Context: an optimization exercise on an open-source flow, tuned for small area. The choices shown serve that exercise and are no tape-out recipe. Where RTL was checked, it was by simulation tests only, not by an equivalence proof against the original. Power is estimated from default activity; no workload was simulated.

// am_sdr_1bit_rx
module am_sdr_1bit_rx #(
  parameter int PHASE_W   = 24,
  parameter int CIC_ORDER = 3,
  parameter int DEC_LOG2  = 8,
  parameter int OUT_W     = 8
) (
  input  logic               clk,
  input  logic               rst_n,
  input  logic               rf_in,
  input  logic [PHASE_W-1:0] tune_word,
  input  logic               tune_load,
  input  logic               pwm_en,
  output logic [OUT_W-1:0]   mag_out,
  output logic               mag_valid,
  output logic               pwm_out
);
Size: about 1,400 cells after synthesis, ~250 flip-flops, roughly 39 I/O pins, roughly 0.014 sq mm of cells after synthesis.
Settings: LEC_CHECK=0, ABC_AREA=1, CAP_MARGIN=0, CORE_MARGIN=2, CORE_UTILIZATION=70, SLEW_MARGIN=20; clock period 8.0 ns.
standard.sh (not shown) runs the stock make flow with config.mk's settings and CLKGATE_MAP_FILE= SYNTH_SCRIPT=/design/flow/synth_recipe.tcl, a recipe that flattens the netlist after the stock synthesis.
==> flow/flow/run.sh <==
#!/bin/bash
# The standard layout (standard.sh: the standard flow's synthesis and ORFS flow), with two changes:
# clock tree synthesis without dummy loads, and the smallest buffer on each port.
# make's output goes to flow_make.log; each ORFS step keeps its own log under orfs/logs/.
set -euo pipefail
bash standard.sh \
  "CTS_ARGS=-sink_clustering_enable -repair_clock_nets -sink_clustering_size 45 -sink_clustering_max_diameter 70 -buf_list sky130_fd_sc_hd__clkbuf_16 -root_buf sky130_fd_sc_hd__clkbuf_4 -dont_use_dummy_load" \
  "BUFFER_PORTS_ARGS=-buffer_cell sky130_fd_sc_hd__buf_1" \
  finish > flow_make.log 2>&1
The starting point finished clean.
Rerun with:
--- a/flow/flow/run.sh
+++ b/flow/flow/run.sh
@@ -7 +7 @@
-  "CTS_ARGS=-sink_clustering_enable -repair_clock_nets -sink_clustering_size 45 -sink_clustering_max_diameter 70 -buf_list sky130_fd_sc_hd__clkbuf_16 -root_buf sky130_fd_sc_hd__clkbuf_4 -dont_use_dummy_load" \
+  "CTS_ARGS=-sink_clustering_enable -repair_clock_nets -sink_clustering_size 45 -sink_clustering_max_diameter 70 -buf_list {sky130_fd_sc_hd__clkbuf_4 sky130_fd_sc_hd__clkbuf_16} -root_buf sky130_fd_sc_hd__clkbuf_4 -dont_use_dummy_load" \
What happened: Combinational power stays flat; utilization does not change; clock skew does not change; routed wire length is unchanged.
Rerun with:
--- a/flow/flow/run.sh
+++ b/flow/flow/run.sh
@@ -7 +7 @@
-  "CTS_ARGS=-sink_clustering_enable -repair_clock_nets -sink_clustering_size 45 -sink_clustering_max_diameter 70 -buf_list {sky130_fd_sc_hd__clkbuf_4 sky130_fd_sc_hd__clkbuf_16} -root_buf sky130_fd_sc_hd__clkbuf_4 -dont_use_dummy_load" \
+  "CTS_ARGS=-sink_clustering_enable -repair_clock_nets -sink_clustering_size 45 -sink_clustering_max_diameter 70 -buf_list sky130_fd_sc_hd__clkbuf_16 -dont_use_dummy_load" \
=> Sequential share of layout area drops by 0.14 points; core utilization goes up by 0.26 points; count of clock-buffer cells in the layout stays the same; hold slack is about the same; routed wire length came out higher slightly; final area increases slightly; total power grows slightly; non-clock buffer count is unchanged; fmax stays flat; die area does not change; worst setup slack degrades by 0.0077 ns.

Another version of the RTL of am_sdr_1bit_rx (not shown whole).
Size in the first run: ~1200 cells after synthesis, ~39 I/O pins.
## am_sdr_1bit_rx
module am_sdr_1bit_rx #(
  parameter int PHASE_W   = 24,
  parameter int CIC_ORDER = 3,
  parameter int DEC_LOG2  = 8,
  parameter int OUT_W     = 8
) (
  input  logic               clk,
  input  logic               rst_n,
  input  logic               rf_in,
  input  logic [PHASE_W-1:0] tune_word,
  input  logic               tune_load,
  input  logic               pwm_en,
  output logic [OUT_W-1:0]   mag_out,
  output logic               mag_valid,
  output logic               pwm_out
);
clock: 8.0 ns
lec_check: 0
cap_margin: 20
core_margin: 2
core_utilization: 80
cts_buf_list: sky130_fd_sc_hd__clkbuf_16
cts_cluster_diameter: 60
cts_cluster_size: 35
slew_margin: 20
run.sh (not shown) runs the stock make flow with config.mk's settings and CLKGATE_MAP_FILE= SYNTH_SCRIPT=/design/flow/synth_recipe.tcl, a recipe that flattens the netlist after the stock synthesis.
Stock flow here: none of the scripts above is used.
Rerun with:
--- a/flow/config.mk
+++ b/flow/config.mk
@@ -8,7 +8,7 @@
 export CAP_MARGIN = 20
 export CORE_MARGIN = 2
-export CORE_UTILIZATION = 80
-export CTS_BUF_LIST = sky130_fd_sc_hd__clkbuf_16
-export CTS_CLUSTER_DIAMETER = 60
-export CTS_CLUSTER_SIZE = 35
+export CORE_UTILIZATION = 70
+export CTS_BUF_LIST = sky130_fd_sc_hd__clkbuf_8
+export CTS_CLUSTER_DIAMETER = 50
+export CTS_CLUSTER_SIZE = 25
 export SLEW_MARGIN = 20
What happened: Die area goes up by 14%. Via count fell by 7.5%. Sequential power falls by about 2%. Non-clock buffer count went up by 3. Power drops by 3.7%. Routed wire length decreases by 16%. Global-route usage goes down by 9.8 points. Cell count increases by 4.8%.

Another version of the RTL of am_sdr_1bit_rx (not shown whole).
Size: roughly 1300 cells after synthesis, ~250 flip-flops, ~39 I/O pins.
Settings: LEC_CHECK=0, CAP_MARGIN=20, CORE_MARGIN=2, CORE_UTILIZATION=70, CTS_BUF_LIST=sky130_fd_sc_hd__clkbuf_16, CTS_CLUSTER_DIAMETER=80, CTS_CLUSTER_SIZE=50, SLEW_MARGIN=20; clock period 8.0 ns.
==> next run, changes <==
CORE_UTILIZATION = 40   (was 70)
CTS_CLUSTER_DIAMETER = 60   (was 80)
CTS_CLUSTER_SIZE = 30   (was 50)
Result: Power rises by 8.5%. Wire length rises by about 4.7%. Clock-buffer cell count rises by 10. Non-clock buffer count does not change. Maximum frequency is about the same. Core utilization falls by 32 points. Cell count rises by about 14%. Die area rises by about 70%.
==> next run, changes <==
CORE_UTILIZATION = 70   (was 40)
CTS_BUF_LIST = sky130_fd_sc_hd__clkbuf_8   (was sky130_fd_sc_hd__clkbuf_16)
CTS_CLUSTER_DIAMETER = 50   (was 60)
Critical path depth came out higher by 1.
Area after synthesis does not change.
Wire length decreases by 4.7%.
Global-route usage rises by 12 points.
Clock power is lower by 23%.
Cell count falls by 10%.
Die area shrinks by 42%.
==> next run, changes <==
CORE_UTILIZATION = 40   (was 70)
CTS_CLUSTER_DIAMETER = 40   (was 50)
CTS_CLUSTER_SIZE = 15   (was 30)
First-iteration DRC count is lower by a quarter to a third.
Final area rises by a few percent.
Fmax is about the same.
Wire length goes up by a few percent.
Final cell count is higher by roughly a tenth.
Function was not checked in any run of this note: the RTL went through the layout flow alone.

am_sdr_1bit_rx, a different RTL version from the one above (not shown whole).
For scale: roughly 1,000 cells after synthesis, roughly 250 flip-flops, roughly 39 I/O pins, roughly 0.014 mm2 of cells after synthesis.
## am_sdr_1bit_rx
module am_sdr_1bit_rx #(
  parameter int PHASE_W   = 24,
  parameter int CIC_ORDER = 3,
  parameter int DEC_LOG2  = 8,
  parameter int OUT_W     = 8
) (
  input  logic               clk,
  input  logic               rst_n,
  input  logic               rf_in,
  input  logic [PHASE_W-1:0] tune_word,
  input  logic               tune_load,
  input  logic               pwm_en,
  output logic [OUT_W-1:0]   mag_out,
  output logic               mag_valid,
  output logic               pwm_out
);
clock: 8.0 ns
lec_check: 0
cap_margin: 0
core_margin: 2
core_utilization: 70
slew_margin: 20
standard.sh (not shown) runs the stock make flow with config.mk's settings and CLKGATE_MAP_FILE= SYNTH_SCRIPT=/design/flow/synth_recipe.tcl, a recipe that flattens the netlist after the stock synthesis.
==> flow/flow/run.sh <==
#!/bin/bash
# The standard layout (standard.sh: the standard flow's synthesis and ORFS flow), with two changes:
# clock tree synthesis without dummy loads, and the smallest buffer on each port.
# make's output goes to flow_make.log; each ORFS step keeps its own log under orfs/logs/.
set -euo pipefail
bash standard.sh \
  "CTS_ARGS=-sink_clustering_enable -repair_clock_nets -sink_clustering_size 45 -sink_clustering_max_diameter 70 -buf_list sky130_fd_sc_hd__clkbuf_16 -dont_use_dummy_load" \
  "BUFFER_PORTS_ARGS=-buffer_cell sky130_fd_sc_hd__buf_1" \
  finish > flow_make.log 2>&1
==> next run, changes <==
--- a/flow/config.mk
+++ b/flow/config.mk
@@ -7,0 +8 @@
+export ABC_AREA = 1
Maximum frequency barely changes.
Area after synthesis hardly moves.
Worst setup slack loses 0.011 ns.
Clock skew is lower by 0.021 ns.
Non-clock buffer count is lower by 3.
Clock-buffer cell count does not change.
Via count is higher by 16%.
Sequential power stays flat.
Design area stays flat.
Power is higher by 2.8%.

## the baseline
The RTL this note starts from:
==> flow/design.v <==
module am_sdr_1bit_rx #(
  parameter int PHASE_W   = 24,
  parameter int CIC_ORDER = 3,
  parameter int DEC_LOG2  = 8,
  parameter int OUT_W     = 8
) (
  input  logic               clk,
  input  logic               rst_n,
  input  logic               rf_in,
  input  logic [PHASE_W-1:0] tune_word,
  input  logic               tune_load,
  input  logic               pwm_en,
  output logic [OUT_W-1:0]   mag_out,
  output logic               mag_valid,
  output logic               pwm_out
);
  function automatic logic [26:0] rca(input logic [25:0] a, input logic [25:0] b,
                                      input logic ci);
    logic c;
    logic [26:0] r;
    c = ci;
    for (int i = 0; i < 26; i++) begin
      r[i] = a[i] ^ b[i] ^ c;
      c    = (a[i] & b[i]) | (c & (a[i] ^ b[i]));
    end
    r[26] = c;
    rca = r;
  endfunction
  logic [11:0] ph_lo, ph_hi;         
  logic        ph_c;
  logic [PHASE_W-1:0] tune_reg;
  logic [7:0]  j;                    
  logic [12:0] ph_lo_n;
  logic [1:0]  lo;                   
  logic        tick, ui, uq;
  assign ph_lo_n = 13'(rca(26'(ph_lo), 26'(tune_reg[11:0]), 1'b0));
  assign lo      = ph_hi[11:10] + 2'(ph_c & (&ph_hi[9:0]));
  assign tick    = (j == 8'd0);
  assign ui      = ~(rf_in ^ lo[1]);
  assign uq      = ~(rf_in ^ lo[1] ^ lo[0]);
  always_ff @(posedge clk or negedge rst_n) begin
    if (!rst_n) begin
      ph_lo    <= '0;
      ph_hi    <= '0;
      ph_c     <= 1'b0;
      tune_reg <= '0;
      j        <= 8'd1;
      pwm_out  <= 1'b0;
    end else begin
      ph_lo   <= ph_lo_n[11:0];
      ph_c    <= ph_lo_n[12];
      ph_hi   <= 12'(rca(26'(ph_hi), 26'(tune_reg[23:12]), ph_c));
      if (tune_load) tune_reg <= tune_word;
      j       <= j + 8'd1;
      pwm_out <= pwm_en & (j != 8'd0) & ~(mag_out < j);
    end
  end
  logic [15:0] wc;
  logic [14:0] wa;
  logic [15:0] wb;
  logic [7:0]  wa_hi;
  logic [15:0] wb_half;
  always_ff @(posedge clk or negedge rst_n) begin
    if (!rst_n)
      wc <= 16'd3;
    else if (j == 8'd255)
      wc <= 16'd1;
    else
      wc <= 16'(rca(26'(wc), 26'({1'b0, j} + 9'd2), 1'b0));
  end
  always_comb begin
    wa_hi   = 8'(rca(26'(wc[14:7]), 26'(8'd253 - {j[6:0], 1'b0}), 1'b0));
    wa      = {wa_hi, wc[6:0]};
    wb_half = 16'(rca(26'(16'd16576 + {1'b0, j, 7'd0}), 26'(~wc), 1'b1));
    wb      = {wb_half[14:0], 1'b0};
  end
  logic [15:0] a_lo_i, a_lo_q, b_lo_i, b_lo_q, c_lo_i, c_lo_q;
  logic [8:0]  a_hi_i, a_hi_q;
  logic [7:0]  b_hi_i, b_hi_q;
  logic [5:0]  c_hi_i, c_hi_q;
  logic        a_c_i, a_c_q, b_c_i, b_c_q, c_c_i, c_c_q;
  logic        lsb_a, lsb_b, lsb_c;
  logic [16:0] na_i, na_q, nb_i, nb_q, nc_i, nc_q;
  always_comb begin
    na_i = 17'(rca(26'(tick ? b_lo_i : a_lo_i), 26'(wa & {15{ui}}), 1'b0));
    na_q = 17'(rca(26'(tick ? b_lo_q : a_lo_q), 26'(wa & {15{uq}}), 1'b0));
    nb_i = 17'(rca(26'(tick ? c_lo_i : b_lo_i), 26'(wb & {16{ui}}), 1'b0));
    nb_q = 17'(rca(26'(tick ? c_lo_q : b_lo_q), 26'(wb & {16{uq}}), 1'b0));
    nc_i = 17'(rca(26'(tick ? 16'd0 : c_lo_i), 26'(wc & {16{ui}}), 1'b0));
    nc_q = 17'(rca(26'(tick ? 16'd0 : c_lo_q), 26'(wc & {16{uq}}), 1'b0));
  end
  always_ff @(posedge clk or negedge rst_n) begin
    if (!rst_n) begin
      a_lo_i <= 16'h29c0; a_lo_q <= 16'h29c0; a_hi_i <= 9'h06b; a_hi_q <= 9'h06b;
      b_lo_i <= 16'hd63f; b_lo_q <= 16'hd63f; b_hi_i <= 8'h15;  b_hi_q <= 8'h15;
      c_lo_i <= '0;       c_lo_q <= '0;       c_hi_i <= '0;     c_hi_q <= '0;
      a_c_i <= 1'b0; a_c_q <= 1'b0; b_c_i <= 1'b0; b_c_q <= 1'b0; c_c_i <= 1'b0; c_c_q <= 1'b0;
      lsb_a  <= 1'b1; lsb_b <= 1'b0; lsb_c <= 1'b1;
    end else begin
      a_lo_i <= na_i[15:0];  a_c_i <= na_i[16];
      a_lo_q <= na_q[15:0];  a_c_q <= na_q[16];
      b_lo_i <= nb_i[15:0];  b_c_i <= nb_i[16];
      b_lo_q <= nb_q[15:0];  b_c_q <= nb_q[16];
      c_lo_i <= nc_i[15:0];  c_c_i <= nc_i[16];
      c_lo_q <= nc_q[15:0];  c_c_q <= nc_q[16];
      a_hi_i <= 9'(rca(26'(tick ? {1'b0, b_hi_i} : a_hi_i), 26'd0, tick ? b_c_i : a_c_i));
      a_hi_q <= 9'(rca(26'(tick ? {1'b0, b_hi_q} : a_hi_q), 26'd0, tick ? b_c_q : a_c_q));
      b_hi_i <= 8'(rca(26'(tick ? {2'b0, c_hi_i} : b_hi_i), 26'd0, tick ? c_c_i : b_c_i));
      b_hi_q <= 8'(rca(26'(tick ? {2'b0, c_hi_q} : b_hi_q), 26'd0, tick ? c_c_q : b_c_q));
      c_hi_i <= tick ? 6'd0 : 6'(rca(26'(c_hi_i), 26'd0, c_c_i));
      c_hi_q <= tick ? 6'd0 : 6'(rca(26'(c_hi_q), 26'd0, c_c_q));
      if (tick) begin
        lsb_a <= lsb_b;
        lsb_b <= lsb_c;
        lsb_c <= 1'b0;
      end
    end
  end
  logic [24:0] acc_ai, acc_aq;
  logic        neg_i, neg_q;
  logic [29:0] s_i, s_q;
  assign acc_ai = {a_hi_i, a_lo_i};
  assign acc_aq = {a_hi_q, a_lo_q};
  assign neg_i  = ~acc_ai[24] & ~acc_ai[23];
  assign neg_q  = ~acc_aq[24] & ~acc_aq[23];
  assign s_i    = {{5{neg_i}}, acc_ai[24] | ~acc_ai[23], acc_ai[22:0], lsb_a};
  assign s_q    = {{5{neg_q}}, acc_aq[24] | ~acc_aq[23], acc_aq[22:0], lsb_a};
  logic       d0;
  logic [9:0] t_i, t_q;
  assign d0 = (j[1:0] == 2'd2);
  always_comb begin
    case (j[1:0])
      2'd2:    begin t_i = s_i[9:0];   t_q = s_q[9:0];   end
      2'd3:    begin t_i = s_i[18:9];  t_q = s_q[18:9];  end
      default: begin t_i = s_i[27:18]; t_q = s_q[27:18]; end
    endcase
  end
  logic        cab_i, cab_q, c1, c2, cge, s1_17, s2_17;    
  logic [7:0]  mag_pend;
  logic [9:0]  a_i, a_q;
  logic [8:0]  nq;
  logic [9:0]  sum1, sum2, cmp;
  logic [10:0] inc_i, inc_q;
  always_comb begin
    inc_i = 11'(rca(26'(t_i ^ {10{neg_i}}), 26'd0, d0 ? neg_i : cab_i));
    inc_q = 11'(rca(26'(t_q ^ {10{neg_q}}), 26'd0, d0 ? neg_q : cab_q));
    inc_i[10] = inc_i[9] ^ t_i[9] ^ neg_i;
    inc_q[10] = inc_q[9] ^ t_q[9] ^ neg_q;
    a_i   = inc_i[9:0];
    a_q   = inc_q[9:0];
    sum1  = 10'(rca(26'(a_i[8:0]), 26'(a_q[9:1]), d0 ? 1'b0 : c1));    
    sum2  = 10'(rca(26'(a_q[8:0]), 26'(a_i[9:1]), d0 ? 1'b0 : c2));    
    nq    = ~a_q[8:0];
    cmp   = 10'(rca(26'(a_i[8:0]), 26'(nq), d0 ? 1'b1 : cge));       
  end
  always_ff @(posedge clk) begin
    cab_i <= inc_i[10];
    cab_q <= inc_q[10];
    c1    <= sum1[9];
    c2    <= sum2[9];
    cge   <= cmp[9];
    s1_17 <= sum1[8];
    s2_17 <= sum2[8];
    if (tick) mag_pend <= cmp[9] ? {sum1[6:0], s1_17} : {sum2[6:0], s2_17};
  end
  logic seen;                        
  always_ff @(posedge clk or negedge rst_n) begin
    if (!rst_n) begin
      seen      <= 1'b0;
      mag_out   <= '0;
      mag_valid <= 1'b0;
    end else begin
      if (tick) seen <= 1'b1;
      mag_valid <= seen & (j == 8'd4);
      if (seen & (j == 8'd4)) mag_out <= mag_pend;
    end
  end
endmodule
clock: 8.0 ns
lec_check: 0
cap_margin: 20
core_margin: 2
core_utilization: 40
cts_buf_list: sky130_fd_sc_hd__clkbuf_2
cts_cluster_size: 30
slew_margin: 20
run.sh (not shown) runs the stock make flow with config.mk's settings and CLKGATE_MAP_FILE= SYNTH_SCRIPT=/design/flow/synth_recipe.tcl, a recipe that flattens the netlist after the stock synthesis.
Stock flow here: none of the scripts above is used.
Inputs modified between the baseline and the candidate:
Settings: CTS_CLUSTER_SIZE: 30 -> unset; CORE_UTILIZATION: 40 -> 60; CTS_BUF_LIST: sky130_fd_sc_hd__clkbuf_2 -> sky130_fd_sc_hd__clkbuf_4.
[summary]
- The candidate reports a higher worst path buffer plus inverter count than the baseline does.
- Relative to the baseline, the growth of design area from synthesis to finish of the candidate is higher by 0.85 points.
- The candidate leaves less setup margin than the baseline.
- Wire length of the first global-routing pass (the candidate vs. the baseline) decreases by a few percent
- Fraction of layout instances using a drive strength above 1 was higher in the candidate than in the baseline.
- The candidate vs. the baseline: sum of met3 wire segment lengths after detailed routing went down, final standard cell area without fillers went up.
No functional check of the RTL was part of any run of this note.

-- separate check: timing with driven ports --
No port has a modelled driver above. Below, the same layouts with a new extraction and two added sets of constraints. Step 1 assumes that a clkbuf_16 drives the clock port and a buf_2 every other input. Step 2 moves the port delays by t, midway between the first and last clock arrival at a register: inputs arrive t later, outputs are due t later. That takes back most of the time a late clock gives input paths. a / b / c = no drivers / after step 1 / after step 2; a / b = the first two.
| run | shift t [ns] | setup WS [ns] | latest minus earliest clock arrival (ns) | slew at the worst register clock pin (ns) |
|---|---|---|---|---|
| the first run of note 1 | 0.690 | 0.553 / 0.553 / 0.553 | 0.043 / 0.043 | 0.11 / 0.11 |
| the second run of note 1 | 0.690 | 0.553 / 0.553 / 0.553 | 0.043 / 0.043 | 0.11 / 0.11 |
| the third run of note 1 | 0.526 | 0.546 / 0.546 / 0.546 | 0.041 / 0.041 | 0.11 / 0.11 |
| the first run of note 2 | 0.546 | 0.114 / 0.114 / -0.361 | 0.023 / 0.023 | 0.10 / 0.10 |
| the second run of note 2 | 0.607 | 0.162 / 0.184 / -0.423 | 0.017 / 0.017 | 0.09 / 0.09 |
| the first run of note 3 | 0.538 | 0.269 / 0.299 / -0.238 | 0.037 / 0.037 | 0.12 / 0.12 |
| the second run of note 3 | 0.591 | 0.277 / 0.303 / -0.289 | 0.023 / 0.023 | 0.09 / 0.09 |
| the third run of note 3 | 0.626 | 0.310 / 0.340 / -0.286 | 0.060 / 0.060 | 0.12 / 0.12 |
| the fourth run of note 3 | 0.607 | 0.302 / 0.322 / -0.285 | 0.024 / 0.024 | 0.09 / 0.09 |
| the first run of note 4 | 0.522 | 0.753 / 0.753 / 0.753 | 0.057 / 0.057 | 0.12 / 0.12 |
| the second run of note 4 | 0.530 | 0.742 / 0.742 / 0.742 | 0.035 / 0.035 | 0.11 / 0.11 |
| the baseline | 0.947 | 0.270 / 0.275 / -0.672 | 0.097 / 0.096 | 0.11 / 0.11 |
| the candidate | 0.701 | 0.226 / 0.249 / -0.452 | 0.038 / 0.039 | 0.07 / 0.07 |
With both steps, setup timing fails in 8 of these runs, where it was met with ideal ports. For the baseline, which loses most, drivers alone change the setup slack by +0.005 ns; drivers and shift together by -0.942 ns.
